This is an optimization exercise on Yosys and OpenROAD, whose aim is small area, a short achievable clock period and few clock cycles per item, not a production implementation. Only simulation tests tie the RTL to the original design; equivalence was not proved.

== red ==
==> module bpf_alu_seq, before the edit <==
module bpf_alu_seq #(
    parameter int WIDTH = 32
) (
    input  logic             clk,
    input  logic             rst,
    input  logic             in_valid,
    output logic             in_ready,
    input  logic [WIDTH-1:0] i1,
    input  logic [WIDTH-1:0] i2,
    input  logic [3:0]       op,
    output logic             out_valid,
    input  logic             out_ready,
    output logic [WIDTH-1:0] o,
    output logic             dz
);
    function automatic logic [5:0] clz32(input logic [31:0] x);
        logic [5:0] n;
        n = 6'd32;
        for (int k = 0; k < 32; k++)
            if (x[k]) n = 31 - k;
        clz32 = n;
    endfunction
    function automatic logic [31:0] rev32(input logic [31:0] x);
        logic [31:0] r;
        for (int k = 0; k < 32; k++) r[k] = x[31-k];
        rev32 = r;
    endfunction
    logic d_mov, d_add, d_sub, d_mul, d_div, d_and, d_or, d_not, d_xor;
    logic d_lsh, d_rsh, d_mod, d_neg, d_rsv;
    assign d_mov = (op == 4'd0);
    assign d_add = (op == 4'd1);
    assign d_sub = (op == 4'd2);
    assign d_mul = (op == 4'd3);
    assign d_div = (op == 4'd4);
    assign d_and = (op == 4'd5);
    assign d_or  = (op == 4'd6);
    assign d_not = (op == 4'd7);
    assign d_xor = (op == 4'd8);
    assign d_lsh = (op == 4'd9);
    assign d_rsh = (op == 4'd10);
    assign d_mod = (op == 4'd11);
    assign d_neg = (op == 4'd12);
    assign d_rsv = (op[3:2] == 2'b11) && (op[1:0] != 2'b00);
    logic swp;
    assign swp = d_mul & (((i2[31:16] != 16'd0) & (i1[31:16] == 16'd0)) |
                          ((i2[31:8] != 24'd0) & (i1[31:8] == 24'd0)));
    logic        xv;         
    logic        xd;         
    logic        f_sum, f_sub, f_and, f_or, f_xor, f_shl, f_shr, f_mul, f_dm, f_mod;
    logic        xinit;      
    logic        dzf;        
    logic [31:0] ra, rq;
    logic [32:0] rb;
    logic [5:0]  lza, lzb;
    logic [3:0]  cnt;
    logic        ov;
    logic [31:0] ro;
    logic        rdz;
    logic [32:0] add_s;
    assign add_s = {1'b0, ra} + {1'b0, rb[31:0]} + {32'd0, f_sub};
    logic [5:0]  dshift;
    logic        dtriv;
    logic [4:0]  dsh;
    logic [32:0] sh_out;
    assign dshift = lzb - lza;
    assign dtriv  = dshift[5] | dzf;
    assign dsh    = dshift[0] ? dshift[4:0] : dshift[4:0] + 5'd1;
    assign sh_out = {1'b0, (xinit ? rb[31:0] : ra)} << (xinit ? dsh : rb[4:0]);
    logic [31:0] mul_s;
    assign mul_s = rq + (rb[0] ? ra : 32'd0) + (rb[1] ? {ra[30:0], 1'b0} : 32'd0)
                      + (rb[2] ? {ra[29:0], 2'b0} : 32'd0) + (rb[3] ? {ra[28:0], 3'b0} : 32'd0);
    logic        ge1, ge2;
    logic [31:0] r1, r2;
    logic [32:0] t2;
    logic [31:0] quo_nx;
    assign ge1    = add_s[32] & rb[32];
    assign r1     = ge1 ? add_s[31:0] : ra;
    assign t2     = {1'b0, r1} + {1'b0, rb[32:1]} + 33'd1;
    assign ge2    = t2[32];
    assign r2     = ge2 ? t2[31:0] : r1;
    assign quo_nx = {rq[29:0], ge1, ge2};
    logic [31:0] xres;
    always_comb begin
        xres = 32'd0;
        if (f_sum) xres = xres | add_s[31:0];
        if (f_and) xres = xres | (ra & rb[31:0]);
        if (f_or)  xres = xres | (ra | rb[31:0]);
        if (f_xor) xres = xres | (ra ^ rb[31:0]);
        if (f_shl) xres = xres | sh_out[31:0];
        if (f_shr) xres = xres | rev32(sh_out[31:0]);
        if (f_mul) xres = xres | mul_s;
        if (f_dm)  xres = xres | (xinit ? (f_mod ? ra : 32'd0) : (f_mod ? r2 : quo_nx));
    end
    logic x_done, x_move, accept, ret, o_free;
    assign x_done    = xd | (xinit & dtriv);
    assign ret       = ov & out_ready;
    assign o_free    = ~ov | out_ready;
    assign in_ready  = ~xv | (x_done & o_free);
    assign accept    = in_valid & in_ready;
    assign x_move    = xv & x_done & o_free;
    assign out_valid = ov;
    assign o         = ro;
    assign dz        = rdz;
    always_ff @(posedge clk or posedge rst) begin
        if (rst) begin
            xv <= 1'b0;
            xd <= 1'b0;
            ov <= 1'b0;
        end else begin
            xv <= accept | (xv & ~x_move);
            if (accept)
                xd <= d_mul ? ((swp ? i1[31:4] : i2[31:4]) == 28'd0) : !(d_div | d_mod);
            else if (xv && !xd) begin
                if (f_mul)      xd <= (rb[31:8] == 24'd0);
                else if (xinit) xd <= (dsh[4:1] == 4'd0);
                else            xd <= (cnt == 4'd1);
            end
            ov <= x_move | (ov & ~out_ready);
        end
    end
    always_ff @(posedge clk) begin
        if (accept) begin
            f_sum <= d_add | d_sub | d_neg;
            f_sub <= d_sub | d_neg | d_div | d_mod;
            f_and <= d_and;
            f_or  <= d_or | d_mov | d_rsv;
            f_xor <= d_xor | d_not;
            f_shl <= d_lsh;
            f_shr <= d_rsh;
            f_mul <= d_mul;
            f_dm  <= d_div | d_mod;
            f_mod <= d_mod;
            xinit <= d_div | d_mod;
            dzf   <= (i2 == 32'd0);
            ra    <= (d_neg | d_mov | d_rsv) ? 32'd0 : (d_rsh ? rev32(i1) : (swp ? i2 : i1));
            rb    <= {1'b0, d_neg ? ~i1 : (d_sub ? ~i2 : (swp ? i1 : (d_not ? 32'hFFFF_FFFF : (d_rsv ? 32'd0 : i2))))};
            rq    <= 32'd0;
            lza   <= clz32(i1);
            lzb   <= clz32(i2);
        end else if (xv && !x_done) begin
            if (f_mul) begin
                rq <= mul_s;
                ra <= {ra[27:0], 4'd0};
                rb <= {5'd0, rb[31:4]};
            end else if (xinit) begin
                rb    <= ~sh_out;
                cnt   <= dsh[4:1];
                xinit <= 1'b0;
            end else begin
                ra  <= r2;
                rq  <= quo_nx;
                rb  <= {2'b11, rb[32:2]};
                cnt <= cnt - 4'd1;
            end
        end
        if (x_move) begin
            ro  <= xres;
            rdz <= f_dm & xinit & dzf;
        end
    end
endmodule
clock: 10.0 ns
lec_check: 0
cap_margin: 20
core_margin: 2
core_utilization: 30
setup_slack_margin: 4.5
slew_margin: 20
run.sh (not shown) runs the stock make flow with config.mk's settings and CLKGATE_MAP_FILE= SYNTH_SCRIPT=/design/flow/synth_recipe.tcl, a recipe that flattens the netlist after the stock synthesis.
Testbench counts of red, summed over its fixed seeds: cycles 18,344, items 12,000.
Here is what was changed in the inputs of blue compared with red.
-- flow/design.v --
<<< red, line 50
    logic        xinit;      
    logic        dzf;        
    logic [31:0] ra, rq;
    logic [32:0] rb;
    logic [5:0]  lza, lzb;
>>> blue, line 50
    logic        xinit;      
    logic        dzf;        
    logic [31:0] ra;
    logic        qz;         
    logic [32:0] rb;
    logic [5:0]  lza, lzb;
<<< red, line 56
    logic        ov;
    logic [31:0] ro;
    logic        rdz;
    logic [32:0] add_s;
>>> blue, line 57
    logic        ov;
    logic [31:0] ro;
    logic [31:0] rq;
    assign rq = qz ? 32'd0 : ro;
    logic        rdz;
    logic [32:0] add_s;
<<< red, line 90
        if (f_shr) xres = xres | rev32(sh_out[31:0]);
        if (f_mul) xres = xres | mul_s;
        if (f_dm)  xres = xres | (xinit ? (f_mod ? ra : 32'd0) : (f_mod ? r2 : quo_nx));
    end
    logic x_done, x_move, accept, ret, o_free;
>>> blue, line 93
        if (f_shr) xres = xres | rev32(sh_out[31:0]);
        if (f_mul) xres = xres | mul_s;
        if (f_dm)  xres = xres | (xinit ? (f_mod ? ra : 32'd0) : ((f_mod & xd) ? r2 : quo_nx));
    end
    logic x_done, x_move, accept, ret, o_free;
<<< red, line 111
            if (accept)
                xd <= d_mul ? ((swp ? i1[31:4] : i2[31:4]) == 28'd0) : !(d_div | d_mod);
            else if (xv && !xd) begin
                if (f_mul)      xd <= (rb[31:8] == 24'd0);
                else if (xinit) xd <= (dsh[4:1] == 4'd0);
>>> blue, line 114
            if (accept)
                xd <= d_mul ? ((swp ? i1[31:4] : i2[31:4]) == 28'd0) : !(d_div | d_mod);
            else if (xv && !xd && o_free) begin
                if (f_mul)      xd <= (rb[31:8] == 24'd0);
                else if (xinit) xd <= (dsh[4:1] == 4'd0);
<<< red, line 135
            ra    <= (d_neg | d_mov | d_rsv) ? 32'd0 : (d_rsh ? rev32(i1) : (swp ? i2 : i1));
            rb    <= {1'b0, d_neg ? ~i1 : (d_sub ? ~i2 : (swp ? i1 : (d_not ? 32'hFFFF_FFFF : (d_rsv ? 32'd0 : i2))))};
            rq    <= 32'd0;
            lza   <= clz32(i1);
            lzb   <= clz32(i2);
        end else if (xv && !x_done) begin
            if (f_mul) begin
                rq <= mul_s;
                ra <= {ra[27:0], 4'd0};
                rb <= {5'd0, rb[31:4]};
>>> blue, line 138
            ra    <= (d_neg | d_mov | d_rsv) ? 32'd0 : (d_rsh ? rev32(i1) : (swp ? i2 : i1));
            rb    <= {1'b0, d_neg ? ~i1 : (d_sub ? ~i2 : (swp ? i1 : (d_not ? 32'hFFFF_FFFF : (d_rsv ? 32'd0 : i2))))};
            qz    <= 1'b1;
            lza   <= clz32(i1);
            lzb   <= clz32(i2);
        end else if (xv && !x_done && o_free) begin
            if (f_mul) begin
                qz <= 1'b0;
                ra <= {ra[27:0], 4'd0};
                rb <= {5'd0, rb[31:4]};
<<< red, line 149
            end else begin
                ra  <= r2;
                rq  <= quo_nx;
                rb  <= {2'b11, rb[32:2]};
                cnt <= cnt - 4'd1;
            end
        end
        if (x_move) begin
            ro  <= xres;
            rdz <= f_dm & xinit & dzf;
        end
>>> blue, line 152
            end else begin
                ra  <= r2;
                qz  <= 1'b0;
                rb  <= {2'b11, rb[32:2]};
                cnt <= cnt - 4'd1;
            end
        end
        if (x_move || (xv && !x_done && o_free && !xinit)) ro <= xres;
        if (x_move) begin
            rdz <= f_dm & xinit & dzf;
        end
## What came out
| instance area after placement | blue vs red | 3.0% lower |. Against red, number of cell instances on the worst register-to-register path in blue fell by a few percent. Re met2 track demand over resource: blue is 0.37 points up on red. Going from red to blue, area of the die fell 3.4%. When blue is measured against red, its final wirelength turns out 3.4% lower. blue carries fewer flip-flops than red. Count of clock-buffer cells in the layout: blue vs red up 3. Critical path's largest stage delay ends up higher on blue. Sort red and blue by non-clock buffer count asc -> top: blue. Core utilization: blue vs red down 0.21 points. Diff red -> blue: synthesized cell count -5.0%; clock transition at the registers of the reported paths now sits lower; layout cell share with drive strength beyond 1 -0.57 points.
Testbench counts of blue, summed over its fixed seeds: cycles 18,344, items 12,000.

## re-timing with driven ports
The results above use ideal ports. As a check the final layouts listed here were re-extracted and re-timed, cells and wires unchanged.
Step 1 assumes that a clkbuf_16 drives the clock port and a buf_2 every other input.
Step 2 also shifts input and output timing later by t, the mid clock arrival at the registers, as if the neighbouring blocks saw the same clock.
Slacks: no drivers / after step 1 / after step 2; pairs: no drivers / after step 1.
run | shift t [ns] | slack for setup (ns) | worst setup path after step 2 | clock arrival spread, ns | worst register clock-pin slew, ns
red | 0.559 | 4.308 / 4.308 / 4.090 | input to register | 0.020 / 0.020 | 0.09 / 0.09
blue | 0.491 | 4.368 / 4.368 / 4.151 | input to register | 0.014 / 0.014 | 0.07 / 0.07
After both steps every run listed still meets setup and hold. For red, which loses most, drivers alone change the setup slack by 0.000 ns; drivers and shift together by -0.218 ns.
